What follows belongs to an exercise in optimizing a design on an open flow for small area, a short achievable clock period and few clock cycles per item; a production flow would make more cautious choices. RTL that was checked went through simulation tests only; none was proved equivalent to the original. Only the layout flow was run in runs 3 to 7; the RTL was not checked for function there. Power is estimated from default activity; no workload was simulated.

### design/flow/flow/run.sh
#!/bin/bash
# Standard layout, with small port buffers and timing repair aimed below the clock period.
set -euo pipefail
extra=(
  "BUFFER_PORTS_ARGS=-buffer_cell sky130_fd_sc_hd__buf_2"
  "SETUP_SLACK_MARGIN=6.8"
  "ABC_CLOCK_PERIOD_IN_PS=3200"
)
bash standard.sh "${extra[@]}" finish > standard.log 2>&1
### design/flow/standard.sh
#!/bin/bash
# synth_recipe.tcl (not shown) runs the flow's synth.tcl, then flattens the netlist and writes it again
# the make line also repeats each setting of config.mk as NAME=value (left out here)
make -C /OpenROAD-flow-scripts/flow DESIGN_CONFIG=/design/flow/config.mk WORK_HOME=/design/flow/orfs CLKGATE_MAP_FILE= SYNTH_SCRIPT=/design/flow/synth_recipe.tcl "${@:-finish}"
### design/flow/design.v
`default_nettype none
package rnn_pkg;
    typedef logic signed [16-1:0] word_t;           
    function automatic logic [16-1:0] mul_q(input logic [16-1:0] a,
                                                 input logic [16-1:0] b);
        logic signed [2*16-1:0] prod;
        prod = $signed(a) * $signed(b);
        mul_q = prod[8 +: 16];
    endfunction
endpackage
`default_nettype wire
`default_nettype none
module rnn_step_top (
    input  logic                            clk,
    input  logic                            reset,
    input  logic                            execute,
    input  logic [7-1:0]             token,
    output logic [27-1:0]              mem_a_addr,
    output logic                            mem_a_read,
    input  logic [16-1:0]              mem_a_data,
    input  logic                            mem_a_valid,
    output logic [27-1:0]              mem_b_addr,
    output logic                            mem_b_read,
    input  logic [16-1:0]              mem_b_data,
    input  logic                            mem_b_valid,
    output logic [8*16-1:0] hidden_state,
    output logic                            done
);
    localparam logic [15:0] ONE_Q = 16'h0100;      
    logic       busy;
    logic       start;
    logic [6:0] token_q;
    logic       done_q;
    logic       finish;
    assign start = !busy && execute;
    assign done = done_q;
    logic       a_ph;
    logic [1:0] a_k;
    logic [3:0] a_s;
    logic       a_fin;
    logic       a_rd;
    logic [8:0] a_addr;
    logic       a_last;
    logic       a_n_ph;
    logic [1:0] a_n_k;
    logic [3:0] a_n_s;
    logic [8:0] a_n_addr;
    assign a_last = a_ph && (a_s[2:0] == 3'd7);
    always_comb
    begin
        a_n_ph = a_ph;
        a_n_k = a_k;
        a_n_s = a_s + 4'd1;
        if (!a_ph && a_s == 4'd8)
        begin
            a_n_s = 4'd0;
            a_n_k = a_k + 2'd1;
            if (a_k == 2'd3)
                a_n_ph = 1'b1;
        end
        if (!a_n_ph)
        begin
            if (a_n_s == 4'd0)
                a_n_addr = {token_q, a_n_k};
            else
                a_n_addr = 9'(300 + {a_n_s, a_n_k});
        end
        else
            a_n_addr = 9'(400 + a_n_s[2:0]);
    end
    always_ff @(posedge clk)
    begin
        if (reset)
        begin
            a_rd <= 1'b0;
            a_fin <= 1'b0;
        end
        else if (start)
        begin
            a_rd <= 1'b1;
            a_fin <= 1'b0;
        end
        else
        begin
            a_rd <= busy && mem_a_valid && !a_last;
            if (busy && mem_a_valid && a_last)
                a_fin <= 1'b1;
        end
    end
    always_ff @(posedge clk)
    begin
        if (start)
        begin
            a_ph <= 1'b0;
            a_k <= 2'd0;
            a_s <= 4'd0;
        end
        else if (mem_a_valid)
        begin
            a_ph <= a_n_ph;
            a_k <= a_n_k;
            a_s <= a_n_s;
        end
        a_addr <= busy ? a_n_addr : {token, 2'b00};
    end
    assign mem_a_read = a_rd;
    assign mem_a_addr = 27'(a_addr);
    logic [6:0] b_i;
    logic       b_fin;
    logic       b_rd;
    logic [8:0] b_addr;
    logic       b_last;
    logic [6:0] b_n_i;
    assign b_last = (b_i == 7'd71);
    assign b_n_i = b_i + 7'd1;
    always_ff @(posedge clk)
    begin
        if (reset)
        begin
            b_rd <= 1'b0;
            b_fin <= 1'b0;
        end
        else if (start)
        begin
            b_rd <= 1'b1;
            b_fin <= 1'b0;
        end
        else
        begin
            b_rd <= busy && mem_b_valid && !b_last;
            if (busy && mem_b_valid && b_last)
                b_fin <= 1'b1;
        end
    end
    always_ff @(posedge clk)
    begin
        if (start)
            b_i <= 7'd0;
        else if (mem_b_valid)
            b_i <= b_n_i;
        if (!busy)
            b_addr <= 9'd336;
        else if (b_n_i[6])
            b_addr <= 9'(344 + b_n_i);
        else
            b_addr <= 9'(336 + b_n_i);
    end
    assign mem_b_read = b_rd;
    assign mem_b_addr = 27'(b_addr);
    logic [15:0] e_q;
    logic [15:0] a_hold;
    logic        a_hold_v;
    logic        a_hold_bias;
    logic [2:0]  a_hold_row;
    logic        a_mul;           
    logic        a_bias;
    logic [2:0]  a_row;
    logic        b_bias;
    logic [2:0]  b_row;
    logic [15:0] b_h;
    assign a_mul = busy && mem_a_valid && (a_ph || a_s != 4'd0);
    assign a_bias = a_ph;
    assign a_row = a_ph ? a_s[2:0] : 3'(a_s - 4'd1);
    assign b_bias = b_i[6];
    assign b_row = b_i[6] ? b_i[2:0] : b_i[5:3];
    assign b_h = hidden_state[b_i[2:0]*16 +: 16];
    logic        p1_v;
    logic [2:0]  p1_row;
    logic [15:0] p1_x;
    logic [7:0]  p1_neg;
    logic [7:0]  p1_one;
    logic [7:0]  p1_two;
    function automatic logic [23:0] booth_enc(input logic [15:0] y);
        logic [16:0] ye;
        logic [7:0]  neg;
        logic [7:0]  one;
        logic [7:0]  two;
        ye = {y, 1'b0};
        for (int i = 0; i < 8; i++)
        begin
            neg[i] = ye[2*i+2];
            one[i] = ye[2*i+1] ^ ye[2*i];
            two[i] = (ye[2*i+2] & ~ye[2*i+1] & ~ye[2*i])
                   | (~ye[2*i+2] & ye[2*i+1] & ye[2*i]);
        end
        booth_enc = {neg, one, two};
    endfunction
    logic [23:0] enc_b;
    logic [23:0] enc_a;
    logic        a_sel_bias;
    assign a_sel_bias = a_hold_v ? a_hold_bias : a_bias;
    assign enc_b = booth_enc(b_bias ? ONE_Q : b_h);
    assign enc_a = booth_enc(a_sel_bias ? ONE_Q : e_q);
    always_ff @(posedge clk)
    begin
        if (reset || start)
        begin
            p1_v <= 1'b0;
            a_hold_v <= 1'b0;
        end
        else
        begin
            p1_v <= (busy && mem_b_valid) || a_hold_v || a_mul;
            a_hold_v <= a_mul && mem_b_valid;
        end
    end
    always_ff @(posedge clk)
    begin
        if (mem_a_valid && !a_ph && a_s == 4'd0)
            e_q <= mem_a_data;
        a_hold <= mem_a_data;
        a_hold_bias <= a_bias;
        a_hold_row <= a_row;
        if (busy && mem_b_valid)
        begin
            p1_row <= b_row;
            p1_x <= mem_b_data;
            {p1_neg, p1_one, p1_two} <= enc_b;
        end
        else
        begin
            p1_row <= a_hold_v ? a_hold_row : a_row;
            p1_x <= a_hold_v ? a_hold : mem_a_data;
            {p1_neg, p1_one, p1_two} <= enc_a;
        end
    end
    logic [23:0] row_pp [0:8];
    logic [17:0] m_sel  [0:7];
    logic [17:0] v_pp   [0:7];
    logic [17:0] x_ext;
    assign x_ext = {{2{p1_x[15]}}, p1_x};
    always_comb
    begin
        for (int i = 0; i < 8; i++)
        begin
            m_sel[i] = ({18{p1_one[i]}} & x_ext) | ({18{p1_two[i]}} & {x_ext[16:0], 1'b0});
            v_pp[i] = m_sel[i] ^ {18{p1_neg[i]}};
        end
        for (int i = 0; i < 9; i++)
            row_pp[i] = 24'd0;
        for (int i = 0; i < 4; i++)
            row_pp[i][2*i +: 18] = {~v_pp[i][17], v_pp[i][16:0]};
        for (int i = 4; i < 8; i++)
            for (int b = 2*i; b < 24; b++)
                row_pp[i][b] = v_pp[i][b-2*i];
        for (int i = 0; i < 7; i++)
            row_pp[i+1][2*i] = p1_neg[i];
        row_pp[8] = 24'h560000;
        row_pp[8][14] = p1_neg[7];
    end
    function automatic logic [47:0] csa(input logic [23:0] a, input logic [23:0] b,
                                        input logic [23:0] c);
        logic [23:0] s;
        logic [23:0] k;
        s = a ^ b ^ c;
        k = (a & b) | (a & c) | (b & c);
        csa = {s, k[22:0], 1'b0};
    endfunction
    logic [23:0] t1s, t1c, t2s, t2c, t3s, t3c, t4s, t4c, t5s, t5c, t6s, t6c, t7s, t7c;
    always_comb
    begin
        {t1s, t1c} = csa(row_pp[0], row_pp[1], row_pp[2]);
        {t2s, t2c} = csa(row_pp[3], row_pp[4], row_pp[5]);
        {t3s, t3c} = csa(row_pp[6], row_pp[7], row_pp[8]);
        {t4s, t4c} = csa(t1s, t1c, t2s);
        {t5s, t5c} = csa(t2c, t3s, t3c);
        {t6s, t6c} = csa(t4s, t4c, t5s);
        {t7s, t7c} = csa(t6s, t6c, t5c);
    end
    logic        p2_v;
    logic [2:0]  p2_row;
    logic [23:0] p2_s;
    logic [23:0] p2_c;
    always_ff @(posedge clk)
    begin
        if (reset || start)
            p2_v <= 1'b0;
        else
            p2_v <= p1_v;
        p2_row <= p1_row;
        p2_s <= t7s;
        p2_c <= t7c;
    end
    logic [15:0] acc [0:7];
    logic [7:0]  touched;
    logic [15:0] acc_q;
    logic [8:0]  lo_sum;
    logic [15:0] c3s;
    logic [15:0] c3c;
    logic [15:0] acc_new;
    always_comb
    begin
        lo_sum = {1'b0, p2_s[7:0]} + {1'b0, p2_c[7:0]};
        c3s = acc_q ^ p2_s[23:8] ^ p2_c[23:8];
        c3c = (acc_q & p2_s[23:8]) | (acc_q & p2_c[23:8]) | (p2_s[23:8] & p2_c[23:8]);
        acc_new = c3s + {c3c[14:0], lo_sum[8]};
    end
    always_ff @(posedge clk)
    begin
        if (reset || start)
            touched <= 8'd0;
        else if (p2_v)
            touched[p2_row] <= 1'b1;
        if (p2_v)
            acc[p2_row] <= acc_new;
        if (p2_v && p2_row == p1_row)
            acc_q <= acc_new;
        else if (touched[p1_row])
            acc_q <= acc[p1_row];
        else
            acc_q <= 16'd0;
    end
    assign finish = busy && !done_q && a_fin && b_fin && !a_hold_v && !p1_v && !p2_v;
    always_ff @(posedge clk)
    begin
        if (reset)
        begin
            busy <= 1'b0;
            done_q <= 1'b0;
            hidden_state <= '0;
        end
        else
        begin
            if (start)
                busy <= 1'b1;
            else if (done_q)
                busy <= 1'b0;
            done_q <= finish;
            if (finish)
                for (int r = 0; r < 8; r++)
                    hidden_state[r*16 +: 16] <= acc[r];
        end
    end
    always_ff @(posedge clk)
    begin
        if (start)
            token_q <= token;
    end
endmodule
`default_nettype wire
### design/flow/constraint.sdc
create_clock -name core_clock -period 10.0 [get_ports {clk}]
set_input_delay 2.0000 -clock core_clock [delete_from_list [all_inputs] [get_ports {clk}]]
set_output_delay 2.0000 -clock core_clock [all_outputs]
set_load 0.01 [all_outputs]
### design/flow/config.mk
export PLATFORM = sky130hd
export DESIGN_NAME = rnn_step_top
export DESIGN_NICKNAME = rnn_step_top
export VERILOG_FILES = /design/flow/design.v
export SDC_FILE = /design/flow/constraint.sdc
export NUM_CORES = 4
export LEC_CHECK = 0
export CAP_MARGIN = 20
export CORE_MARGIN = 2
export CORE_UTILIZATION = 40
export SLEW_MARGIN = 20
==> results of run 1 <==
worst paths after layout:
path                                 startpoint                       endpoint  slack, ns  depth (start not counted)
setup / recovery  hidden_state[60]$_SDFFE_PP0P_               hidden_state[60]       6.82                          1
hold / removal    hidden_state[88]$_SDFFE_PP0P_  hidden_state[88]$_SDFFE_PP0P_       0.46                          2
setup reg to reg               p2_c[12]$_DFF_P_           acc[3][15]$_DFFE_PP_       6.84                          9
hold reg to reg   hidden_state[88]$_SDFFE_PP0P_  hidden_state[88]$_SDFFE_PP0P_       0.46                          2
layer usage:
layer	wire length [um]	vias to the layer above	track usage, %
li1	-	7394	-
met1	26100	7997	27.9
met3	4390	83	3.75
met5	0	-	0
met4	1370	0	5.65
met2	29800	580	33.8
cell families (layout without fill, tap and decap cells):
logic type / count (synthesis) / after routing / synth area share, %
flip-flops: 448 / 448 / 45.9
multiplexers: 116 / 116 / 8.89
other: 2 / 37 / 0.0329
buffers and inverters: 303 / 421 / 5.96
XOR/XNOR: 181 / 181 / 6.95
AND/OR/NAND/NOR: 486 / 486 / 9.33
AO/OA/AOI/OAI: 404 / 404 / 11.4
adder cells (fa/ha/maj): 154 / 154 / 11.5
through the flow:
stage          worst slack (ns)  area [um^2]  total power, mW
2_1_floorplan              6.78        23000             5.28
3_3_place_gp               6.34        24100             6.36
3_5_place_dp               6.34        24100             6.50
4_1_cts                    6.80        25900             8.54
5_1_grt                    6.70        26200             9.27
6_report                   6.82        26200             8.64
tightest hold or removal path: cells and delay by family (launching register included):
kind | cells | cell delay, ns
compound gates | 1 | 0.05
simple gates | 1 | 0.05
flops | 1 | 0.31
timing repair:
item                       CTS  global route
pin swaps                    7            11
gates cloned                 0             0
setup endpoints to repair   83            72
buffers inserted             1             2
hold buffers                 0             0
gates resized for setup     54            55
state kept, by name, summed over array words and instances (netlist names), 2 cells and up:
name	flops
p1_neg	8
p2_c	19
touched	8
p2_row	3
p2_s	20
p1_x	16
hidden_state	128
b_addr	8
p1_one	8
p1_row	3
p1_two	8
a_addr	9
token_q	7
acc_q	16
a_hold_row	3
a_k	2
a_s	4
a_hold	16
e_q	16
b_i	7
acc	128
cell usage after synthesis (3+ instances only):
library cell	number
a211oi_1	4
a21o_1	7
a21oi_1	165
a22oi_1	109
a22oi_2	8
a22oi_4	4
a31oi_1	7
and2_1	14
and3_1	7
and3b_1	7
buf_1	10
buf_2	26
buf_4	40
clkbuf_1	112
dfxtp_1	297
edfxtp_1	151
fa_1	92
ha_1	60
inv_1	111
mux2_2	3
mux2i_1	47
mux4_1	10
mux4_2	56
nand2_1	319
nand2b_1	8
nand3_1	18
nand4_1	4
nor2_1	59
nor2b_1	12
nor3_1	8
nor3b_1	13
o211ai_1	3
o21a_1	3
o21ai_0	48
o21ai_1	14
o22ai_1	3
o2bb2ai_1	8
or3_1	3
xnor2_1	117
xor2_1	64
cell type report:
cell class	instances	area, um^2
sequential	448	10600
tap	756	946
inverter	112	420
clock buffer	63	1310
fill	5222	30200
timing repair buffer	219	1200
multi-input combinational	1378	11300
clock inverter	27	355
power by group through the flow:
stage	Clock, mW	Sequential, mW	Combinational (mW)
after floorplan	0	2.73	2.55
after global placement	0	2.89	3.47
after detailed placement	0	2.89	3.61
after CTS	1.90	2.85	3.78
after global routing	1.97	2.89	4.42
final	1.87	2.86	3.91
cell usage in the layout, fill, tap and decap left out, types with 49 or more instances in the layout:
cell type | netlist | layout
nand2_1 | 319 | 318
dfxtp_1 | 297 | 235
buf_2 | 26 | 188
a21oi_1 | 165 | 164
edfxtp_1 | 151 | 151
xnor2_1 | 117 | 114
inv_1 | 111 | 111
a22oi_1 | 109 | 107
fa_1 | 92 | 91
xor2_1 | 64 | 61
ha_1 | 60 | 58
nor2_1 | 59 | 57
mux4_2 | 56 | 56
clkbuf_16 | 0 | 49
==> results.toml, run 1 <==
[flow_run]
max_cap_violations = 0

[clock_network]
cts.path.max_buffers = 3
cts_tree = "built"
clk_pin_slew_worst_paths_ns = 0.06
clock_sinks = 448
clock_latency_ns = 0.60
ctsHtreeMaxLevel = 2
cts_buffers = 48
cts_root_buf = "clkbuf_16"

[synth]
synth_ff_type = "dfxtp_1"
synth_edf_count = 151
synth-seq-cells = 448
synth_top_cell_area_share_pct = 26.1
yosysWarnings = 4
synth_area_per_cell_um2 = 10.9
synthArstFlopShare_pct = 0
syn_area_um2 = 22800
ys_types = 72
syn_inst = 2094
synth_area_leaders = "dfxtp_1 26%, edfxtp_1 20%, fa_1 8.1%"
synth_area_leader_cell = "dfxtp_1"
synth-seq-area-share_pct = 45.9

[timing]
fin_crit_ns = 3.18
max_freq_ghz = 0.315
maxSlewViolCount = 0
worst_pin_slew_ns = 1.07
finalSetupTns_ns = 0
fin_hold_ws_ns = 0.462
finalCritPeriodShare_pct = 31.8
setup_viol = 0
fin_skew_ns = 0.0169
rsz0062_at_grt = "yes"
final_hold_viol_count = 0
relSlewSlack_pct = 28.2

[routing]
drtIter0Drc = 1181
routed-via-count = 16100
drc_errors = 0
drtPass1Iterations = 5
wl_mm = 61.7
viasPerCell = 5.35
wire_per_inst_um = 20.5
antenna_left = 0

[floorplanning]
dieWidth_um = 243
start_util_pct = 40.5
core-area_um2 = 56400
die_h_um = 243
rows = 87
io_pins = 229
dieArea_um2 = 59000

[power_and_ir_drop]
seqPwrFrac_pct = 33.1
vdd_ir_drop_max_uv = 320
power_density_nw_per_um2 = 330
p_leak_nw = 10.2
p_int_mw = 5.26
combPwrFrac_pct = 45.2
switching_power_mw = 3.37
pwr-share-clk_pct = 21.7
swShare_pct = 39.1

[outcome]
status = "no timing/DRC/antenna violations"

[cells_and_area]
instances_no_fill = 3003
nNetsFinal = 2403
antennaDiodeCount = 0
area_delta_synth_final_pct = 14.6
drive_gt1_share_pct = 20.5
final_core_util_pct = 46.4

[global_routing]
grt_overflow = 0
grt_pass1_vias = 15900
grt_max_degree = 117
antenna_found_initial = 0
grt_pass1_wl_mm = 94.5
gr-usage-all-layers_pct = 20.6

[worst_setup_path]
crit_path_max_incr_delay_ns = 0.41
start_kind = "register"
cp.required_ns = 8.00
crit_buf_inv = 1
cp-end-kind = "output port"
crit_slowest_cell = "dfxtp_1"
crit_chain = "buf_2"
worstPathMaxFanout = 3
path_class = "reg2out"
crit_arrival_ns = 1.18
cp_top_family = "flip-flops"

[placement]
dp_hpwl_mm = 43.2
placed_cells = 2909
port_buffers = 191
gp_congestion = 0.857

[min_path]
worstHoldPathType = "reg2reg"
Testbench counts, summed over its fixed seeds: cycles 82,244, steps 320.
==> inputs of run 2 (changes only) <==
==> design/flow/run.sh (new file) <==
#!/bin/bash
# synth_recipe.tcl (not shown) runs the flow's synth.tcl, then flattens the netlist and writes it again
# the make line also repeats each setting of config.mk as NAME=value (left out here)
make -C /OpenROAD-flow-scripts/flow DESIGN_CONFIG=/design/flow/config.mk WORK_HOME=/design/flow/orfs CLKGATE_MAP_FILE= SYNTH_SCRIPT=/design/flow/synth_recipe.tcl finish
removed: design/flow/flow/run.sh
removed: design/flow/standard.sh
==> run 2 against run 1 <==
  * Still clean on timing, DRC and antenna
  * Total power is 4.7% lower
  * Sequential share of layout area is 1.2 points lower
  * Fmax is 14% lower
  * Design area is 1.8% higher
  * Register-to-register slack worse by 0.48 ns
  * Area after synthesis stayed put
  * Combinational power is 7.2% lower
  * Clock power is 6% lower
  * First-iteration DRC count is 20% higher
  * Critical path depth stayed put
  * Wire length is 2.0% higher
  * Largest power group unchanged
  * Highest routed layer unchanged
==> results.toml, run 2 <==
[worst_setup_path]
cp.required_ns = 8.00
cp_top_family = "buffers and inverters"
crit_chain = "clkdlybuf4s50_1"
start_kind = "register"
crit_arrival_ns = 1.68
cp-end-kind = "output port"
worstPathMaxFanout = 3
path_class = "reg2out"
crit_buf_inv = 1
crit_path_max_incr_delay_ns = 0.60
crit_slowest_cell = "clkdlybuf4s50_1"

[synth]
synth_compound_area_share_pct = 11.4
synth-seq-area-share_pct = 45.9
synth_top_family_by_area = "adder cells"
syn_inst = 2094
yosys-top-cells-count = "319 x nand2_1, 297 x dfxtp_1, 165 x a21oi_1"
syn_area_um2 = 22800
synth_area_leaders = "dfxtp_1 26%, edfxtp_1 20%, fa_1 8.1%"
synth_area_leader_cell = "dfxtp_1"
synth_edf_count = 151
synth_ff_type = "dfxtp_1"
synth_top_cell_area_share_pct = 26.1
synth.most_common_cell = "nand2_1"
ys_types = 72
synth_simple_gate_area_share_pct = 9.33
synthArstFlopShare_pct = 0
yosys.area_share.adder_pct = 11.5
synth-seq-cells = 448
yosysWarnings = 4
synth_xor_area_share_pct = 6.95
synth_area_per_cell_um2 = 10.9
synth.mux.area_fraction_pct = 8.89

[global_routing]
grt_overflow = 0
grt_max_degree = 106
grt_pass1_vias = 16100
antenna_found_initial = 0
grt_pass1_wl_mm = 97.2
gr-usage-all-layers_pct = 21.2

[cells_and_area]
layout_commonest_cell = "nand2_1"
top_regs = "acc (128), hidden_state (128), p2_s (20)"
nNetsFinal = 2399
area_delta_synth_final_pct = 16.7
mostFrequentLayoutCells = "319 x nand2_1, 294 x dfxtp_1, 190 x clkdlybuf4s50_1"
instances_no_fill = 2997
drive_gt1_share_pct = 8.88
antennaDiodeCount = 0
fill_cells = 5258

[power_and_ir_drop]
p_leak_nw = 9.73
vdd_ir_drop_max_uv = 232
finalPower_mw = 8.23
power_density_nw_per_um2 = 309

[clock_network]
clock_sinks = 448
clock_latency_ns = 0.60
cts_root_buf = "clkbuf_16"
holdBufCountCts = 0
cts_buffers = 47
ctsHtreeMaxLevel = 2
postCtsSetupBuffers = 0
cts_tree = "built"
cts_resized = 0
cts.path.max_buffers = 3
clk_pin_slew_worst_paths_ns = 0.06

[flow_run]
max_cap_violations = 0

[timing]
maxSlewViolCount = 0
relSlewSlack_pct = 27.9
setup_viol = 0
max_freq_ghz = 0.272
final_hold_viol_count = 0
finalCritPeriodShare_pct = 36.8
worst_pin_slew_ns = 1.08
fin_skew_ns = 0.0286
finalSetupTns_ns = 0
rsz0062_at_grt = "no"
fin_crit_ns = 3.68
fin_hold_ws_ns = 0.467

[routing]
antenna_left = 0
routed-via-count = 16200
wire_per_inst_um = 21.0
viasPerCell = 5.41
drc_errors = 0
wl_mm = 62.9
drtIter0Drc = 1416
drtPass1Iterations = 6

[placement]
port_buffers = 191
gp_congestion = 0.863
dp_hpwl_mm = 43.7
placed_cells = 2910

[floorplanning]
start_util_pct = 40.5
dieWidth_um = 243
dieArea_um2 = 59000
core-area_um2 = 56400
io_pins = 229
rows = 87
die_h_um = 243

[min_path]
worstHoldPathType = "reg2reg"

[outcome]
status = "no timing/DRC/antenna violations"
-- run 2: metrics by stage --
stage / util, % / instance area (um^2) / worst slack, ns
floorplan: - / 22900 / 6.66
global placement: 44.5 / 25100 / 5.92
detailed placement: 44.5 / 25100 / 5.85
CTS: 47.2 / 26600 / 6.32
global route: 47.2 / 26600 / 6.20
finish: 47.2 / 26600 / 6.32
-- run 2: layer usage --
metal | track usage [%] | share of wire [%] | wire, um
met1 | 29.6 | 44 | 27400
met2 | 33.7 | 47 | 29500
met3 | 3.63 | 7.1 | 4440
met4 | 6.24 | 2.5 | 1600
met5 | 0 | 0 | 0
-- run 2: layout make-up --
class	count	area, um^2	area share, %
clock buffers	59	1300	4.89
clock inverters	28	229	0.860
inverters	112	420	1.58
multi-input cells	1378	11100	41.8
flip-flops and latches	448	10500	39.4
well taps	756	946	3.55
repair buffers	216	2110	7.92
-- run 2: path summary, 6_finish.rpt --
path	startpoint	endpoint	slack (ns)	cells past startpoint
setup / recovery	hidden_state[92]$_SDFFE_PP0P_	hidden_state[92]	6.32	1
hold / removal	touched[7]$_SDFFE_PP0P_	touched[7]$_SDFFE_PP0P_	0.47	2
setup reg to reg	p1_x[3]$_DFF_P_	p2_s[13]$_DFF_P_	6.36	8
hold reg to reg	touched[7]$_SDFFE_PP0P_	touched[7]$_SDFFE_PP0P_	0.47	2
-- run 2: cell families after synthesis --
logic type	count (synthesis)
other cells	2
mux	116
flops	448
buf+inv	303
compound gates	404
fa+ha+maj	154
xor+xnor	181
simple gates	486
-- run 2: where the power goes --
part / total [mW] / switching [mW] / internal (mW)
registers: 2.86 / 0.225 / 2.63
logic: 3.63 / 2.26 / 1.36
clock network: 1.75 / 0.768 / 0.982
total: 8.23 / 3.26 / 4.98
==> inputs of run 3 (changes only) <==
--- a/design/flow/design.v
+++ b/design/flow/design.v
@@ -164,7 +164,12 @@
     assign b_bias = b_i[6];
     assign b_row = b_i[6] ? b_i[2:0] : b_i[5:3];
-    assign b_h = hidden_state[b_i[2:0]*16 +: 16];
+    always_comb
+    begin
+        b_h = 16'd0;
+        for (int j = 0; j < 8; j++)
+            b_h = b_h | (hidden_state[j*16 +: 16] & {16{b_i[2:0] == 3'(j)}});
+    end
     logic        p1_v;
-    logic [2:0]  p1_row;
+    logic [7:0]  p1_row;         
     logic [15:0] p1_x;
     logic [7:0]  p1_neg;
@@ -214,5 +219,5 @@
         if (busy && mem_b_valid)
         begin
-            p1_row <= b_row;
+            p1_row <= 8'(1) << b_row;
             p1_x <= mem_b_data;
             {p1_neg, p1_one, p1_two} <= enc_b;
@@ -220,5 +225,5 @@
         else
         begin
-            p1_row <= a_hold_v ? a_hold_row : a_row;
+            p1_row <= 8'(1) << (a_hold_v ? a_hold_row : a_row);
             p1_x <= a_hold_v ? a_hold : mem_a_data;
             {p1_neg, p1_one, p1_two} <= enc_a;
@@ -269,5 +274,5 @@
     end
     logic        p2_v;
-    logic [2:0]  p2_row;
+    logic [7:0]  p2_row;         
     logic [23:0] p2_s;
     logic [23:0] p2_c;
@@ -289,4 +294,11 @@
     logic [15:0] c3c;
     logic [15:0] acc_new;
+    logic [15:0] acc_pick;
+    always_comb
+    begin
+        acc_pick = 16'd0;
+        for (int r = 0; r < 8; r++)
+            acc_pick = acc_pick | (acc[r] & {16{p1_row[r] & touched[r]}});
+    end
     always_comb
     begin
@@ -301,13 +313,12 @@
             touched <= 8'd0;
         else if (p2_v)
-            touched[p2_row] <= 1'b1;
-        if (p2_v)
-            acc[p2_row] <= acc_new;
-        if (p2_v && p2_row == p1_row)
+            touched <= touched | p2_row;
+        for (int r = 0; r < 8; r++)
+            if (p2_v && p2_row[r])
+                acc[r] <= acc_new;
+        if (p2_v && (p2_row & p1_row) != 8'd0)
             acc_q <= acc_new;
-        else if (touched[p1_row])
-            acc_q <= acc[p1_row];
         else
-            acc_q <= 16'd0;
+            acc_q <= acc_pick;
     end
     assign finish = busy && !done_q && a_fin && b_fin && !a_hold_v && !p1_v && !p2_v;
==> design/flow/flow/run.sh (new file) <==
#!/bin/bash
# Standard layout, with small port buffers and timing repair aimed below the clock period.
set -euo pipefail
extra=(
  "BUFFER_PORTS_ARGS=-buffer_cell sky130_fd_sc_hd__buf_2"
  "SETUP_SLACK_MARGIN=6.8"
  "ABC_CLOCK_PERIOD_IN_PS=3200"
)
bash standard.sh "${extra[@]}" finish > standard.log 2>&1
==> design/flow/standard.sh (new file) <==
#!/bin/bash
# synth_recipe.tcl (not shown) runs the flow's synth.tcl, then flattens the netlist and writes it again
# the make line also repeats each setting of config.mk as NAME=value (left out here)
make -C /OpenROAD-flow-scripts/flow DESIGN_CONFIG=/design/flow/config.mk WORK_HOME=/design/flow/orfs CLKGATE_MAP_FILE= SYNTH_SCRIPT=/design/flow/synth_recipe.tcl "${@:-finish}"
removed: design/flow/run.sh
==> run 3 against run 2 <==
  * Register-to-register slack better by 0.55 ns
  * Critical path depth unchanged
  * Count of clock-buffer cells in the layout up 13
  * Die area down 1.9%
  * Core utilization down 0.78 points
  * Via count up 5.4%
  * Sequential share of layout area up 2.7 points
  * Highest routed layer is now met5
  * Largest cell class is now sequential cells
  * Critical path type unchanged
==> results.toml, run 3 <==
[synth]
synth_compound_area_share_pct = 15.5
synth_area_per_cell_um2 = 10.2
syn_inst = 2190
synth_area_leaders = "dfxtp_1 27%, edfxtp_1 20%, fa_1 8.2%"
synth_top_family_by_area = "compound AO/OA/AOI/OAI gates"
synthArstFlopShare_pct = 0
synth_simple_gate_area_share_pct = 10.3
synth_top_cell_area_share_pct = 27.5
ys_types = 67
synth_xor_area_share_pct = 6.81
synth.most_common_cell = "nand2_1"
synth-seq-cells = 458
synth_area_leader_cell = "dfxtp_1"
synth.mux.area_fraction_pct = 1.86
synth_ff_type = "dfxtp_1"
synth-seq-area-share_pct = 47.8
yosysWarnings = 5
yosys.area_share.adder_pct = 11.8
syn_area_um2 = 22400
synth_edf_count = 151
yosys-top-cells-count = "339 x nand2_1, 307 x dfxtp_1, 182 x a21oi_1"

[clock_network]
cts_buffers = 50
cts.path.max_buffers = 3
ctsHtreeMaxLevel = 2
holdBufCountCts = 0
clk_pin_slew_worst_paths_ns = 0.06
clock_sinks = 458
cts_root_buf = "clkbuf_16"
clock_latency_ns = 0.60
cts_tree = "built"

[worst_setup_path]
r2r_end = "p2_s[13]$_DFF_P_"
crit_arrival_ns = 1.19
crit_slowest_cell = "dfxtp_1"
cp_top_family = "flip-flops"
path_class = "reg2out"
crit_buf_inv = 1
crit_chain = "buf_2"
cp.required_ns = 8.00
worstPathMaxFanout = 3
start_kind = "register"
crit_path_max_incr_delay_ns = 0.42
reg2regPathDepth = 8
cp.depth = 1
ff2ff_setup_slack_ns = 6.91
cp-end-kind = "output port"
r2r-start = "p1_x[2]$_DFF_P_"

[global_routing]
grt_pass1_wl_mm = 98.4
gr-usage-all-layers_pct = 22.4
grt_pass1_vias = 16500
antenna_found_initial = 3
grt_max_degree = 82
grt_overflow = 0

[timing]
setup_viol = 0
layout_setup_ws_ns = 6.81
fin_skew_ns = 0.0305
fin_crit_ns = 3.19
fin_hold_ws_ns = 0.373
maxSlewViolCount = 0
worst_pin_slew_ns = 1.17
final_hold_viol_count = 0
rsz0062_at_grt = "yes"
finalSetupTns_ns = 0
finalCritPeriodShare_pct = 31.9
max_freq_ghz = 0.313
relSlewSlack_pct = 22.0

[placement]
gp_congestion = 0.892
port_buffers = 191
post-place-ws_ns = 6.23
placed_cells = 2987
dp_hpwl_mm = 46.3

[routing]
drc_errors = 0
antenna_left = 0
drtIter0Drc = 1727
routed-via-count = 17100
viasPerCell = 5.54
drtPass1Iterations = 6
wl_mm = 65.7
wire_per_inst_um = 21.3

[cells_and_area]
instances_no_fill = 3089
layout_commonest_cell = "nand2_1"
nNetsFinal = 2499
drive_gt1_share_pct = 16.7
area_delta_synth_final_pct = 14.6
top_regs = "acc (128), hidden_state (128), p2_s (20)"
antennaDiodeCount = 0
fill_cells = 5155
mostFrequentLayoutCells = "338 x nand2_1, 254 x dfxtp_1, 187 x buf_2"

[power_and_ir_drop]
p_leak_nw = 10.0
vdd_ir_drop_max_uv = 185
power_density_nw_per_um2 = 306

[floorplanning]
die_h_um = 240
dieArea_um2 = 57800
core-area_um2 = 55200
dieWidth_um = 240
io_pins = 229
rows = 86
start_util_pct = 40.5

[min_path]
min_delay_worst_endpoint = "p2_row[5]$_DFF_P_"
hold_start = "p1_row[5]$_SDFF_PN0_"
min_path_cells = 0
worstHoldPathType = "reg2reg"

[flow_run]
max_cap_violations = 0

[outcome]
status = "no timing/DRC/antenna violations"
-- run 3: cell type report --
type                       count  area (um^2)  share of cell area, %
multi-input combinational   1453        10600                   41.2
clock inverter                20          264                   1.03
timing repair buffer         223         1210                   4.73
sequential                   458        10800                   42.1
inverter                     115          432                   1.68
tap                          748          936                   3.65
clock buffer                  72         1430                   5.59
-- run 3: metrics by stage --
| stage | cell area (um^2) | total power, mW | utilization, % |
|---|---|---|---|
| 2_1_floorplan | 22500 | 4.99 | - |
| 6_report | 25600 | 7.86 | 46.4 |
| 3_5_place_dp | 23600 | 5.90 | 42.8 |
| 5_1_grt | 25600 | 8.46 | 46.4 |
| 3_3_place_gp | 23600 | 5.82 | 42.8 |
| 4_1_cts | 25500 | 7.86 | 46.1 |
-- run 3: cells by family (layout without fill, tap and decap cells) --
logic type / after synthesis / in the layout
AND/OR/NAND/NOR: 535 / 535
adder cells (fa/ha/maj): 156 / 156
other: 2 / 37
multiplexers: 40 / 40
buffers and inverters: 314 / 430
XOR/XNOR: 174 / 174
flip-flops: 458 / 458
AO/OA/AOI/OAI: 511 / 511
-- run 3: worst max-delay path by stage --
stage / startpoint / end / slack [ns]
after detailed placement: execute / a_hold_v$_SDFF_PP0_ / 6.23
final: hidden_state[70]$_SDFFE_PP0P_ / hidden_state[70] / 6.81
after global routing: b_i[0]$_SDFFE_PP0P_ / p1_two[4]$_DFF_P_ / 6.76
after global placement: execute / a_hold_v$_SDFF_PP0_ / 6.27
after CTS: hidden_state[86]$_SDFFE_PP0P_ / hidden_state[86] / 6.80
after floorplan: p1_one[4]$_DFF_P_ / p2_s[23]$_DFF_P_ / 6.79
-- run 3: repair_timing --
| action | CTS | global route |
|---|---|---|
| setup buffers | 3 | 7 |
| resized for setup | 52 | 44 |
| endpoints found under the setup margin | 159 | 72 |
| pin swaps | 2 | 10 |
-- run 3: routing by layer --
metal	wire (um)	share of wire [%]	GRT usage [%]
met1	27200	41	29.7
met2	31400	48	37.0
met3	4760	7.2	3.40
met4	2330	3.5	8.21
met5	22	0.033	0
-- run 3: power by group --
group / switching, mW / internal (mW) / leakage [nW] / total, mW
Combinational: 1.92 / 1.32 / 5.29 / 3.24
Sequential: 0.213 / 2.51 / 3.90 / 2.72
Clock: 0.770 / 1.13 / 0.831 / 1.90
==> inputs of run 4 (changes only) <==
--- a/design/flow/config.mk
+++ b/design/flow/config.mk
@@ -9,3 +9,5 @@
 export CORE_MARGIN = 2
 export CORE_UTILIZATION = 40
+export CTS_CLUSTER_DIAMETER = 120
+export CTS_CLUSTER_SIZE = 26
 export SLEW_MARGIN = 20
==> run 4 against run 3 <==
  * Design area shrank 4.1%
  * Hold slack improved by 0.0056 ns
  * Clock power down 43%
  * Combinational power barely moved
  * Non-clock buffer count fell by 2
  * Via count shrank 1.8%
  * Largest power group unchanged
  * Wire length decreased by 1.4%
  * Fmax up 0.42%
  * Critical endpoint unchanged
  * Still clean
  * Total power fell by 11%
  * Count of clock-buffer cells in the layout is 35 lower
  * Sequential power barely moved
  * Critical path depth did not move
==> results.toml, run 4 <==
[cells_and_area]
drive_gt1_share_pct = 14.5
top_regs = "acc (128), hidden_state (128), p2_s (20)"
area_delta_synth_final_pct = 9.87
layout_commonest_cell = "nand2_1"
antennaDiodeCount = 0
nNetsFinal = 2469
stdcell_area_um2 = 24600
mostFrequentLayoutCells = "338 x nand2_1, 260 x dfxtp_1, 192 x buf_2"

[routing]
routed-via-count = 16800
drtPass1Iterations = 9
wire_per_inst_um = 21.4
viasPerCell = 5.53
drtIter0Drc = 1637
wl_mm = 64.8
antenna_left = 0
drc_errors = 0

[synth]
synthArstFlopShare_pct = 0
synth_area_leaders = "dfxtp_1 27%, edfxtp_1 20%, fa_1 8.2%"
synth_top_cell_area_share_pct = 27.5
syn_inst = 2190
synth_area_leader_cell = "dfxtp_1"
syn_area_um2 = 22400
synth-seq-cells = 458
synth_ff_type = "dfxtp_1"
yosysWarnings = 5
yosys-top-cells-count = "339 x nand2_1, 307 x dfxtp_1, 182 x a21oi_1"
ys_types = 67
synth_area_per_cell_um2 = 10.2
synth-seq-area-share_pct = 47.8
synth.most_common_cell = "nand2_1"
synth_edf_count = 151

[clock_network]
cts.path.max_buffers = 3
clk_pin_slew_worst_paths_ns = 0.11
ctsHtreeMaxLevel = 1
cts_buffers = 22
cts_root_buf = "clkbuf_16"
clock_sinks = 458
clock_latency_ns = 0.57
holdBufCountCts = 0
cts_tree = "built"

[timing]
worst_pin_slew_ns = 1.21
rsz0062_at_grt = "yes"
finalSetupTns_ns = 0
fin_hold_ws_ns = 0.379
final_hold_viol_count = 0
max_freq_ghz = 0.315
maxSlewViolCount = 0
relSlewSlack_pct = 19.0
fin_skew_ns = 0.0268
fin_crit_ns = 3.18
finalCritPeriodShare_pct = 31.8
setup_viol = 0

[outcome]
status = "no timing/DRC/antenna violations"

[flow_run]
max_cap_violations = 0

[floorplanning]
start_util_pct = 40.5
core-area_um2 = 55200
dieArea_um2 = 57800
die_h_um = 240
io_pins = 229
dieWidth_um = 240
rows = 86

[worst_setup_path]
startpoint = "hidden_state[70]$_SDFFE_PP0P_"
path_class = "reg2out"
crit_path_end = "hidden_state[70]"
crit_slowest_cell = "dfxtp_1"
crit_path_max_incr_delay_ns = 0.44
crit_arrival_ns = 1.18
worstPathMaxFanout = 3
crit_buf_inv = 1
ff2ff_setup_slack_ns = 6.88
reg2regPathDepth = 10
r2r-start = "p1_one[6]$_DFF_P_"
cp_top_family = "flip-flops"
r2r_end = "p2_s[23]$_DFF_P_"
crit_chain = "buf_2"
start_kind = "register"
cp-end-kind = "output port"
cp.depth = 1
cp.required_ns = 8.00

[min_path]
worstHoldPathType = "reg2reg"

[global_routing]
antenna_found_initial = 2
grt_pass1_wl_mm = 97.3
grt_max_degree = 82
gr-usage-all-layers_pct = 22.0
grt_pass1_vias = 16100
grt_overflow = 0

[placement]
gp_congestion = 0.892
dp_hpwl_mm = 46.3
dpl_cell_area_um2 = 23600
port_buffers = 191

[power_and_ir_drop]
vdd_ir_drop_max_uv = 156
power_density_nw_per_um2 = 285
p_leak_nw = 9.51
==> run 4: cell counts after synthesis <==
No cell type changed its count.
==> run 4: logic make-up (layout without fill, tap and decap cells) <==
family | count (synthesis) | count (layout) | share of synthesized area, %
adder cells (fa/ha/maj) | 156 | 156 | 11.8
buffers and inverters | 314 | 375 | 6.01
multiplexers | 40 | 40 | 1.86
AND/OR/NAND/NOR | 535 | 535 | 10.3
AO/OA/AOI/OAI | 511 | 511 | 15.5
other | 2 | 37 | 0.0336
XOR/XNOR | 174 | 174 | 6.81
flip-flops | 458 | 458 | 47.8
==> run 4: repair_timing <==
action,4_1_cts,5_1_grt
setup buffers,3,5
pin swaps,2,5
endpoints found under the setup margin,152,98
gates cloned,0,0
resized for setup,44,34
==> run 4: how the worst min path moves through the flow <==
stage	startpoint	slack [ns]	cells past startpoint	end
finish	p1_row[5]$_SDFF_PN0_	0.38	0	p2_row[5]$_DFF_P_
global route	p1_row[5]$_SDFF_PN0_	0.38	0	p2_row[5]$_DFF_P_
CTS	p1_row[5]$_SDFF_PN0_	0.38	0	p2_row[5]$_DFF_P_
detailed placement	p1_row[5]$_SDFF_PN0_	0.36	0	p2_row[5]$_DFF_P_
global placement	p1_row[6]$_SDFF_PN0_	0.37	0	p2_row[6]$_DFF_P_
floorplan	p1_row[0]$_SDFF_PP0_	0.34	0	p2_row[0]$_DFF_P_
==> run 4: area by class of cell <==
cell class | count | area (um^2)
fill | 5258 | 30600
sequential | 458 | 10800
multi-input combinational | 1453 | 10600
timing repair buffer | 221 | 1190
tap | 748 | 936
clock buffer | 37 | 649
inverter | 115 | 432
clock inverter | 2 | 36.3
==> run 4: metrics by stage <==
step	total power, mW	std cells	setup slack (ns)	utilization [%]
global placement	5.82	2983	6.27	42.8
finish	7.01	3034	6.82	44.5
CTS	7.01	3029	6.80	44.3
floorplan	4.99	2225	6.79	-
global route	7.59	3034	6.72	44.5
detailed placement	5.90	2987	6.23	42.8
==> run 4: power breakdown <==
part           switching, mW  total [mW]  internal [mW]
clock                  0.617        1.08          0.460
sequential             0.213        2.72           2.50
combinational           1.91        3.21           1.31
total                   2.74        7.01           4.27
==> run 4: metal layers <==
layer  GRT usage, %  part of all wire (%)  vias up
met5              0                 0.017        -
met4           5.68                   2.7        2
met3           2.69                   6.9       89
met2           37.3                    49      683
met1           29.8                    42     8323
li1               -                     -     7689
==> inputs of run 5 (changes only) <==
--- a/design/flow/flow/run.sh
+++ b/design/flow/flow/run.sh
@@ -5,5 +5,5 @@
   "BUFFER_PORTS_ARGS=-buffer_cell sky130_fd_sc_hd__buf_2"
   "SETUP_SLACK_MARGIN=6.8"
-  "ABC_CLOCK_PERIOD_IN_PS=3200"
+  "ABC_AREA=1"
 )
 bash standard.sh "${extra[@]}" finish > standard.log 2>&1
--- a/design/flow/config.mk
+++ b/design/flow/config.mk
@@ -9,5 +9,3 @@
 export CORE_MARGIN = 2
 export CORE_UTILIZATION = 40
-export CTS_CLUSTER_DIAMETER = 120
-export CTS_CLUSTER_SIZE = 26
 export SLEW_MARGIN = 20
==> run 5 against run 4 <==
  * Still clean
  * Clock skew rose by 0.041 ns
  * Wire length rose by 27%
  * Fmax fell by 4.6%
  * Register-to-register slack lost 0.21 ns
  * Sequential share of layout area is 4.8 points lower
  * Design area up 13%
  * Sequential power fell by 6%
  * Core utilization is 3.6 points higher
  * Critical endpoint is now p2_s[13]$_DFF_P_
==> results.toml, run 5 <==
[synth]
ys_types = 45
synth_area_leader_cell = "dfxtp_1"
syn_area_um2 = 23400
syn_inst = 2742
synth_top_cell_area_share_pct = 26.3
synth_area_leaders = "dfxtp_1 26%, edfxtp_1 19%, nand2_1 8.4%"
synth-seq-cells = 458
yosysWarnings = 5
synth_edf_count = 151
yosys-top-cells-count = "523 x nand2_1, 315 x nor2_1, 307 x dfxtp_1"
synthArstFlopShare_pct = 0
synth.most_common_cell = "nand2_1"
synth_area_per_cell_um2 = 8.53
synth_ff_type = "dfxtp_1"
synth-seq-area-share_pct = 45.6

[clock_network]
cts_tree = "built"
holdBufCountCts = 0
cts_buffers = 50
ctsHtreeMaxLevel = 2
clk_pin_slew_worst_paths_ns = 0.06
cts.path.max_buffers = 3
clock_latency_ns = 0.64
cts_root_buf = "clkbuf_16"
clock_sinks = 458

[worst_setup_path]
cp_common_cell = "fa_1"
r2r_end = "p2_s[13]$_DFF_P_"
cp-end-kind = "register"
worstPathMaxFanout = 4
start_kind = "register"
path_class = "reg2reg"
crit_slowest_cell = "fa_2"
crit_chain = "clkinvlp_2, o22ai_1, xor2_1, fa_1, inv_2, fa_1, fa_1, inv_1, fa_2"
ff2ff_setup_slack_ns = 6.67
cp.required_ns = 10.53
crit_arrival_ns = 3.86
reg2regPathDepth = 9
crit_path_max_incr_delay_ns = 0.54
r2r-start = "p1_x[12]$_DFF_P_"

[floorplanning]
dieWidth_um = 246
io_pins = 229
core-area_um2 = 57800
dieArea_um2 = 60400
rows = 88
die_h_um = 246
start_util_pct = 40.5

[routing]
drtPass1Iterations = 8
wl_mm = 82.2
antenna_left = 0
wire_per_inst_um = 21.9
drc_errors = 0
drtIter0Drc = 1975
viasPerCell = 5.40
routed-via-count = 20300

[timing]
final_hold_viol_count = 0
maxSlewViolCount = 0
fin_crit_ns = 3.33
relSlewSlack_pct = 20.9
finalCritPeriodShare_pct = 33.3
setup_viol = 0
fin_skew_ns = 0.0681
max_freq_ghz = 0.300
worst_pin_slew_ns = 1.18
rsz0062_at_grt = "yes"
finalSetupTns_ns = 0

[placement]
dp_hpwl_mm = 59.1
port_buffers = 191
gp_congestion = 0.942
placed_cells = 3569

[cells_and_area]
regArea_um2 = 10900
multi_input_area_um2 = 11200
layout_commonest_cell = "nand2_1"
area_delta_synth_final_pct = 18.9
nNetsFinal = 3146
fill_cells = 5560
instances_no_fill = 3752
antennaDiodeCount = 0
top_regs = "acc (128), hidden_state (128), p2_s (20)"
mostFrequentLayoutCells = "520 x nand2_1, 312 x nor2_1, 270 x inv_1"
drive_gt1_share_pct = 19.4

[min_path]
min_delay_worst_endpoint = "p2_row[5]$_DFF_P_"
worstHoldPathType = "reg2reg"
hold_start = "p1_row[5]$_SDFF_PN0_"
min_path_cells = 0

[power_and_ir_drop]
finalPower_mw = 7.37
power_density_nw_per_um2 = 265
p_leak_nw = 12.4
vdd_ir_drop_max_uv = 157

[global_routing]
antenna_found_initial = 3
grt_max_degree = 129
grt_overflow = 0
grt_pass1_wl_mm = 120
grt_pass1_vias = 19500
gr-usage-all-layers_pct = 26.5

[flow_run]
max_cap_violations = 0

[outcome]
status = "no timing/DRC/antenna violations"
-- run 5: changes by cell type after synthesis, sizes merged, moves of 152 or more --
cell / before / now
a22oi: 176 / 0
inv: 115 / 306
nand2: 339 / 525
nand3: 14 / 166
nor2: 83 / 317
o21ai: 28 / 192
-- run 5: worst max path at each step --
| stage | depth (start not counted) | startpoint | to | slack [ns] |
|---|---|---|---|---|
| 2_1_floorplan | 2 | mem_a_valid | e_q[0]$_DFFE_PP_ | 6.85 |
| 3_3_place_gp | 10 | mem_b_valid | p1_row[6]$_SDFF_PN0_ | 5.99 |
| 3_5_place_dp | 10 | mem_b_valid | p1_row[6]$_SDFF_PN0_ | 5.89 |
| 4_1_cts | 9 | p1_x[10]$_DFF_P_ | p2_s[11]$_DFF_P_ | 6.78 |
| 5_1_grt | 10 | p1_x[10]$_DFF_P_ | p2_s[13]$_DFF_P_ | 6.66 |
| 6_report | 9 | p1_x[12]$_DFF_P_ | p2_s[13]$_DFF_P_ | 6.67 |
-- run 5: per-layer routing --
layer | vias up | GRT usage [%] | share of wire [%]
met5 | - | 0 | 0
met4 | 0 | 11.3 | 4.4
met3 | 194 | 5.10 | 9.2
met2 | 980 | 41.8 | 45
met1 | 9809 | 35.4 | 41
li1 | 9283 | - | -
-- run 5: what timing repair did --
| item | in CTS | in global routing |
|---|---|---|
| resized for setup | 153 | 99 |
| buffers inserted | 70 | 15 |
| endpoints found under the hold margin | 0 | 0 |
| cloned | 6 | 0 |
| setup endpoints to repair | 157 | 122 |
| pin swaps | 12 | 37 |
-- run 5: through the flow --
stage	hold WS (ns)	worst slack [ns]	cell area, um^2	utilization, %
after detailed placement	0.381	5.89	24700	42.7
after floorplan	0.326	6.85	23500	-
final	0.392	6.67	27800	48.1
after CTS	0.389	6.78	27300	47.2
after global routing	0.392	6.66	27800	48.1
after global placement	0.386	5.99	24700	42.7
-- run 5: cell type report --
type / instances / share of cell area (%)
clock buffers: 65 / 4.84
clock inverters: 26 / 1.12
inverters: 313 / 4.66
multi-input cells: 1831 / 40.2
flip-flops and latches: 458 / 39.1
well taps: 765 / 3.44
repair buffers: 288 / 6.56
repair inverters: 6 / 0.144
-- run 5: cells by family after synthesis --
logic type,Yosys count,synth area share (%)
XOR/XNOR,137,5.13
multiplexers,1,0.0481
AO/OA/AOI/OAI,443,10.7
adder cells (fa/ha/maj),154,11.2
buffers and inverters,488,8.80
flip-flops,458,45.6
other,2,0.0321
AND/OR/NAND/NOR,1059,18.5
-- run 5: report_power, final --
group	internal (mW)	switching, mW	leakage, nW	total [mW]
Clock	1.07	0.805	0.803	1.87
Combinational	1.02	1.91	7.64	2.93
Sequential	2.42	0.149	3.93	2.57
-- run 5: worst max-delay path, delay by kind of cell, from the launching register on --
kind	cells	cell delay (ns)
DFF	1	0.39
xor gates and xnor gates	1	0.21
adders and majority gates	4	2.00
AOI/OAI and AO/OA	1	0.25
buffers and inverters	3	0.45
==> inputs of run 6 (changes only) <==
--- a/design/flow/flow/run.sh
+++ b/design/flow/flow/run.sh
@@ -5,5 +5,5 @@
   "BUFFER_PORTS_ARGS=-buffer_cell sky130_fd_sc_hd__buf_2"
   "SETUP_SLACK_MARGIN=6.8"
-  "ABC_AREA=1"
+  "ABC_CLOCK_PERIOD_IN_PS=3200"
 )
 bash standard.sh "${extra[@]}" finish > standard.log 2>&1
--- a/design/flow/config.mk
+++ b/design/flow/config.mk
@@ -8,4 +8,4 @@
 export CAP_MARGIN = 20
 export CORE_MARGIN = 2
-export CORE_UTILIZATION = 40
+export CORE_UTILIZATION = 60
 export SLEW_MARGIN = 20
==> run 6 against run 5 <==
  * Area after synthesis decreased by 4.4%
  * Critical path depth decreased by 8
  * Count of clock-buffer cells in the layout is 1 lower
  * Core utilization up 20 points
  * Critical path type is now reg2out
  * Final cell count is 25% lower
  * Via count fell by 16%
  * First-iteration DRC count is 7.5% higher
  * Total power up 4.1%
  * Flip-flop and latch count unchanged
  * Synthesized cell count down 20%
  * Combinational power grew 11%
==> results.toml, run 6 <==
[routing]
antenna_left = 0
routed-via-count = 17000
wire_per_inst_um = 22.8
viasPerCell = 6.05
drtPass1Iterations = 9
drtIter0Drc = 2123
wl_mm = 63.9
drc_errors = 0

[cells_and_area]
drive_gt1_share_pct = 16.3
area_delta_synth_final_pct = 12.2
mostFrequentLayoutCells = "338 x nand2_1, 258 x dfxtp_1, 192 x buf_2"
antennaDiodeCount = 0
multi_input_area_um2 = 10600
nNetsFinal = 2498
regArea_um2 = 10800
fill_cells = 2918
instances_no_fill = 2805
layout_commonest_cell = "nand2_1"
top_regs = "acc (128), hidden_state (128), p2_s (20)"

[timing]
fin_crit_ns = 3.19
finalCritPeriodShare_pct = 31.9
final_hold_viol_count = 0
rsz0062_at_grt = "yes"
finalSetupTns_ns = 0
worst_pin_slew_ns = 1.24
max_freq_ghz = 0.313
relSlewSlack_pct = 17.5
fin_skew_ns = 0.00985
setup_viol = 0
maxSlewViolCount = 0

[synth]
syn_inst = 2190
synthArstFlopShare_pct = 0
synth_ff_type = "dfxtp_1"
synth-seq-cells = 458
synth_area_leader_cell = "dfxtp_1"
yosysWarnings = 5
synth-seq-area-share_pct = 47.8
syn_area_um2 = 22400
synth_top_cell_area_share_pct = 27.5
synth.most_common_cell = "nand2_1"
yosys-top-cells-count = "339 x nand2_1, 307 x dfxtp_1, 182 x a21oi_1"
synth_edf_count = 151
synth_area_per_cell_um2 = 10.2
ys_types = 67
synth_area_leaders = "dfxtp_1 27%, edfxtp_1 20%, fa_1 8.2%"

[clock_network]
cts_tree = "built"
clk_pin_slew_worst_paths_ns = 0.06
cts_buffers = 47
cts_root_buf = "clkbuf_16"
ctsHtreeMaxLevel = 2
clock_sinks = 458
holdBufCountCts = 0
clock_latency_ns = 0.56
cts.path.max_buffers = 3

[worst_setup_path]
crit_chain = "buf_2"
crit_arrival_ns = 1.19
start_kind = "register"
worstPathMaxFanout = 3
path_class = "reg2out"
cp_top_family = "flip-flops"
crit_buf_inv = 1
cp.required_ns = 8.00
crit_slowest_cell = "dfxtp_1"
crit_path_max_incr_delay_ns = 0.45
cp-end-kind = "output port"

[placement]
port_buffers = 191
gp_congestion = 0.912
dp_hpwl_mm = 45.3
placed_cells = 2711

[power_and_ir_drop]
power_density_nw_per_um2 = 306
vdd_ir_drop_max_uv = 194
p_leak_nw = 9.95

[floorplanning]
rows = 70
start_util_pct = 60.9
core-area_um2 = 36700
io_pins = 229
dieWidth_um = 197
die_h_um = 197
dieArea_um2 = 38800

[global_routing]
grt_util_met2_pct = 53.5
grt_pass1_vias = 16200
gr-usage-met3_pct = 5.05
grt_overflow = 0
grt_pass1_wl_mm = 95.9
gr-usage-all-layers_pct = 32.7
globalRoute.busiestLayer = "met2"
met1_usage_pct = 44.8
grt_max_degree = 90
antenna_found_initial = 0

[outcome]
status = "no timing/DRC/antenna violations"

[flow_run]
max_cap_violations = 0

[min_path]
worstHoldPathType = "reg2reg"
run 6: area by class of cell:
class | instances | share of cell area, %
Multi-Input combinational cell | 1453 | 42.1
Timing Repair Buffer | 225 | 4.88
Sequential cell | 458 | 43.0
Clock buffer | 64 | 5.31
Inverter | 115 | 1.72
Tap cell | 468 | 2.33
Clock inverter | 22 | 0.648
run 6: worst paths after layout:
| check | from | end | slack [ns] | cells after the start |
|---|---|---|---|---|
| min | p1_row[4]$_SDFF_PN0_ | p2_row[4]$_DFF_P_ | 0.38 | 0 |
| min reg2reg | p1_row[4]$_SDFF_PN0_ | p2_row[4]$_DFF_P_ | 0.38 | 0 |
| max reg2reg | p1_two[3]$_DFF_P_ | p2_s[23]$_DFF_P_ | 6.92 | 10 |
| max | hidden_state[125]$_SDFFE_PP0P_ | hidden_state[125] | 6.81 | 1 |
run 6: per-stage QoR:
step	setup WS, ns	hold slack [ns]	utilization, %	instance area [um^2]	power (mW)
3_5_place_dp	6.32	0.364	63.6	23300	5.92
5_1_grt	6.75	0.386	68.4	25100	8.30
6_report	6.81	0.377	68.4	25100	7.68
2_1_floorplan	6.79	0.344	-	22500	4.99
3_3_place_gp	6.29	0.363	63.5	23300	5.81
4_1_cts	6.80	0.373	68.0	24900	7.66
run 6: power by group:
part	internal, mW	switching, mW
Sequential	2.51	0.209
Clock	0.983	0.717
Combinational	1.31	1.96
run 6: logic make-up (layout without fill, tap and decap cells):
logic type      count (synthesis)  after routing  synth area share (%)
mux                            40             40                  1.86
other cells                     2             37                0.0336
xor+xnor                      174            174                  6.81
flops                         458            458                  47.8
compound gates                511            511                  15.5
simple gates                  535            535                  10.3
fa+ha+maj                     156            156                  11.8
buf+inv                       314            426                  6.01
run 6: repair_timing:
action | 4_1_cts | 5_1_grt
endpoints found under the hold margin | 0 | 0
pin swaps | 2 | 7
gates resized for setup | 45 | 37
buffers inserted | 2 | 5
endpoints found under the setup margin | 148 | 68
run 6: layer usage:
| metal | part of all wire [%] | up-vias |
|---|---|---|
| li1 | - | 7781 |
| met1 | 39 | 8224 |
| met2 | 47 | 864 |
| met3 | 9.9 | 98 |
| met4 | 3.2 | 0 |
| met5 | 0 | - |
run 6: worst reg2reg max path: stages, from the launching register on:
cell and delay [ns]:
dfxtp_2 0.51, a22oi_1 0.15, xor2_1 0.19, fa_1 0.42, fa_1 0.49, fa_1 0.45
xnor2_1 0.20, xnor2_1 0.15, xnor2_1 0.15, xnor2_1 0.17, xnor2_1 0.14
==> inputs of run 7 (changes only) <==
--- a/design/flow/config.mk
+++ b/design/flow/config.mk
@@ -9,3 +9,5 @@
 export CORE_MARGIN = 2
 export CORE_UTILIZATION = 60
+export CTS_CLUSTER_DIAMETER = 120
+export CTS_CLUSTER_SIZE = 26
 export SLEW_MARGIN = 20
==> run 7 against run 6 <==
  * Still clean
  * Critical path depth is the same
  * Clock power shrank 42%
  * Non-clock buffer count is the same
  * Die area is the same
  * Total power shrank 9.4%
==> results.toml, run 7 <==
[power_and_ir_drop]
p_leak_nw = 9.50
power_density_nw_per_um2 = 288
vdd_ir_drop_max_uv = 189

[global_routing]
grt_pass1_vias = 15800
gr-usage-all-layers_pct = 32.0
grt_overflow = 0
grt_pass1_wl_mm = 94.2
antenna_found_initial = 0
grt_max_degree = 90

[timing]
worst_pin_slew_ns = 1.27
rsz0062_at_grt = "yes"
setup_viol = 0
fin_skew_ns = 0.0292
final_hold_viol_count = 0
max_freq_ghz = 0.313
relSlewSlack_pct = 15.2
maxSlewViolCount = 0
fin_crit_ns = 3.20
finalCritPeriodShare_pct = 32.0
finalSetupTns_ns = 0

[cells_and_area]
instances_no_fill = 2757
layout_commonest_cell = "nand2_1"
fill_cells = 3054
area_delta_synth_final_pct = 8.08
mostFrequentLayoutCells = "337 x nand2_1, 258 x dfxtp_1, 192 x buf_2"
regArea_um2 = 10800
drive_gt1_share_pct = 14.7
top_regs = "acc (128), hidden_state (128), p2_s (20)"
multi_input_area_um2 = 10600
nNetsFinal = 2472

[synth]
synth_area_leader_cell = "dfxtp_1"
synth_area_leaders = "dfxtp_1 27%, edfxtp_1 20%, fa_1 8.2%"
ys_types = 67
syn_inst = 2190
yosys-top-cells-count = "339 x nand2_1, 307 x dfxtp_1, 182 x a21oi_1"
synth_edf_count = 151
synth_area_per_cell_um2 = 10.2
synth.most_common_cell = "nand2_1"
synthArstFlopShare_pct = 0
synth-seq-cells = 458
synth_top_cell_area_share_pct = 27.5
synth-seq-area-share_pct = 47.8
yosysWarnings = 5
synth_ff_type = "dfxtp_1"
syn_area_um2 = 22400

[min_path]
worstHoldPathType = "reg2reg"

[worst_setup_path]
crit_path_max_incr_delay_ns = 0.46
cp-end-kind = "output port"
start_kind = "register"
worstPathMaxFanout = 3
crit_chain = "buf_2"
crit_buf_inv = 1
path_class = "reg2out"
crit_arrival_ns = 1.20
cp.required_ns = 8.00
cp_top_family = "flip-flops"
crit_slowest_cell = "dfxtp_1"

[floorplanning]
core-area_um2 = 36700
io_pins = 229
dieWidth_um = 197
dieArea_um2 = 38800
die_h_um = 197
start_util_pct = 60.9
rows = 70

[clock_network]
cts_buffers = 21
clk_pin_slew_worst_paths_ns = 0.10
ctsHtreeMaxLevel = 1
clock_sinks = 458
cts_tree = "built"
cts_root_buf = "clkbuf_16"
cts.path.max_buffers = 3
clock_latency_ns = 0.56

[routing]
antenna_left = 0
drtPass1Iterations = 9
wl_mm = 62.8
drtIter0Drc = 1983
viasPerCell = 6.09
wire_per_inst_um = 22.8
drc_errors = 0
routed-via-count = 16800

[flow_run]
max_cap_violations = 0

[placement]
port_buffers = 191
dp_hpwl_mm = 45.3
gp_congestion = 0.912
placed_cells = 2711

[outcome]
status = "no timing/DRC/antenna violations"
run 7: changes by cell type in the layout (fill, tap and decap cells not counted), moves of 2 or more:
| cell | previous run | this run |
|---|---|---|
| clkinv_4 | 2 | 0 |
| clkbuf_16 | 49 | 21 |
| clkbuf_8 | 5 | 0 |
| clkinv_1 | 8 | 0 |
| bufinv_16 | 2 | 0 |
| clkbuf_1 | 10 | 14 |
| dfxtp_2 | 29 | 41 |
| clkinv_2 | 8 | 0 |
| dfxtp_4 | 20 | 8 |
| clkinvlp_4 | 2 | 0 |
run 7: routing by layer:
metal  share of wire [%]  GRT usage, %
met4                 3.5          9.52
met2                  47          52.9
met3                 9.4          4.13
met5                   0             0
met1                  40          44.3
run 7: kinds of logic (layout without fill, tap and decap cells):
family          Yosys count  count (layout)  share of synthesized area, %
buf+inv                 314             377                          6.01
mux                      40              40                          1.86
simple gates            535             535                          10.3
other cells               2              38                        0.0336
flops                   458             458                          47.8
xor+xnor                174             174                          6.81
fa+ha+maj               156             156                          11.8
compound gates          511             511                          15.5
run 7: area by class of cell:
type / count / share of cell area, %
sequential: 458 / 44.5
multi-input combinational: 1453 / 43.7
timing repair buffer: 225 / 5.06
tap: 468 / 2.42
clock buffer: 35 / 2.39
inverter: 115 / 1.79
clock inverter: 2 / 0.0828
antenna: 1 / 0.0104
run 7: path summary, 6_finish.rpt:
path                                      start                end  slack [ns]  cells after the start
hold / removal             p1_row[4]$_SDFF_PN0_  p2_row[4]$_DFF_P_        0.37                      0
setup / recovery  hidden_state[90]$_SDFFE_PP0P_   hidden_state[90]        6.80                      1
hold reg to reg            p1_row[4]$_SDFF_PN0_  p2_row[4]$_DFF_P_        0.37                      0
setup reg to reg               p1_x[15]$_DFF_P_   p2_s[23]$_DFF_P_        6.82                     10
run 7: metrics by stage:
stage / area [um^2] / power, mW / setup WS (ns) / hold WS (ns) / util (%)
after CTS: 24000 / 6.93 / 6.76 / 0.377 / 65.5
after detailed placement: 23300 / 5.92 / 6.32 / 0.364 / 63.6
after floorplan: 22500 / 4.99 / 6.79 / 0.344 / -
after global routing: 24200 / 7.56 / 6.67 / 0.389 / 65.9
final: 24200 / 6.96 / 6.80 / 0.375 / 65.9
after global placement: 23300 / 5.81 / 6.29 / 0.363 / 63.5
run 7: where the power goes:
part	leakage, nW	internal (mW)	switching [mW]
combinational	5.32	1.31	1.96
clock	0.286	0.405	0.574
sequential	3.89	2.50	0.207
total	9.50	4.22	2.74
run 7: repair_timing:
| item | CTS | global route |
|---|---|---|
| hold endpoints to repair | 0 | 0 |
| setup endpoints to repair | 150 | 76 |
| pin swaps | 2 | 7 |
| buffers inserted | 2 | 5 |
| hold buffers | 0 | 0 |
| resized for setup | 45 | 27 |

## re-timing with driven ports
Ports are ideal in the flow. The routed layouts listed here were re-timed in OpenROAD. Step 1 assumes that a clkbuf_16 drives the clock port and a buf_2 every other input. Step 2 also shifts input and output timing later by t, the mid clock arrival at the registers, as if the neighbouring blocks saw the same clock. Three values: ideal, step 1, step 2; two values: the first two.
run | shift t [ns] | setup WS [ns] | worst hold slack (ns) | worst setup path at the end | worst data-port slew with drivers (ns)
run 1 | 0.648 | 6.823 / 6.765 / 6.458 | 0.462 / 0.462 / 0.462 | input to register | 0.04
run 2 | 0.637 | 6.317 / 6.260 / 5.770 | 0.467 / 0.467 / 0.467 | input to register | 0.05
run 3 | 0.647 | 6.810 / 6.750 / 6.338 | 0.373 / 0.373 / 0.373 | input to register | 0.05
run 4 | 0.611 | 6.823 / 6.766 / 6.360 | 0.379 / 0.379 / 0.379 | input to register | 0.05
run 5 | 0.668 | 6.669 / 6.669 / 6.358 | 0.392 / 0.392 / 0.392 | input to register | 0.04
run 6 | 0.612 | 6.809 / 6.755 / 6.299 | 0.377 / 0.377 / 0.377 | input to register | 0.03
run 7 | 0.599 | 6.802 / 6.748 / 6.362 | 0.375 / 0.375 / 0.375 | input to register | 0.03
After both steps setup and hold are still met in every run listed. For run 2, which loses most, drivers alone change the setup slack by -0.057 ns; drivers and shift together by -0.547 ns.
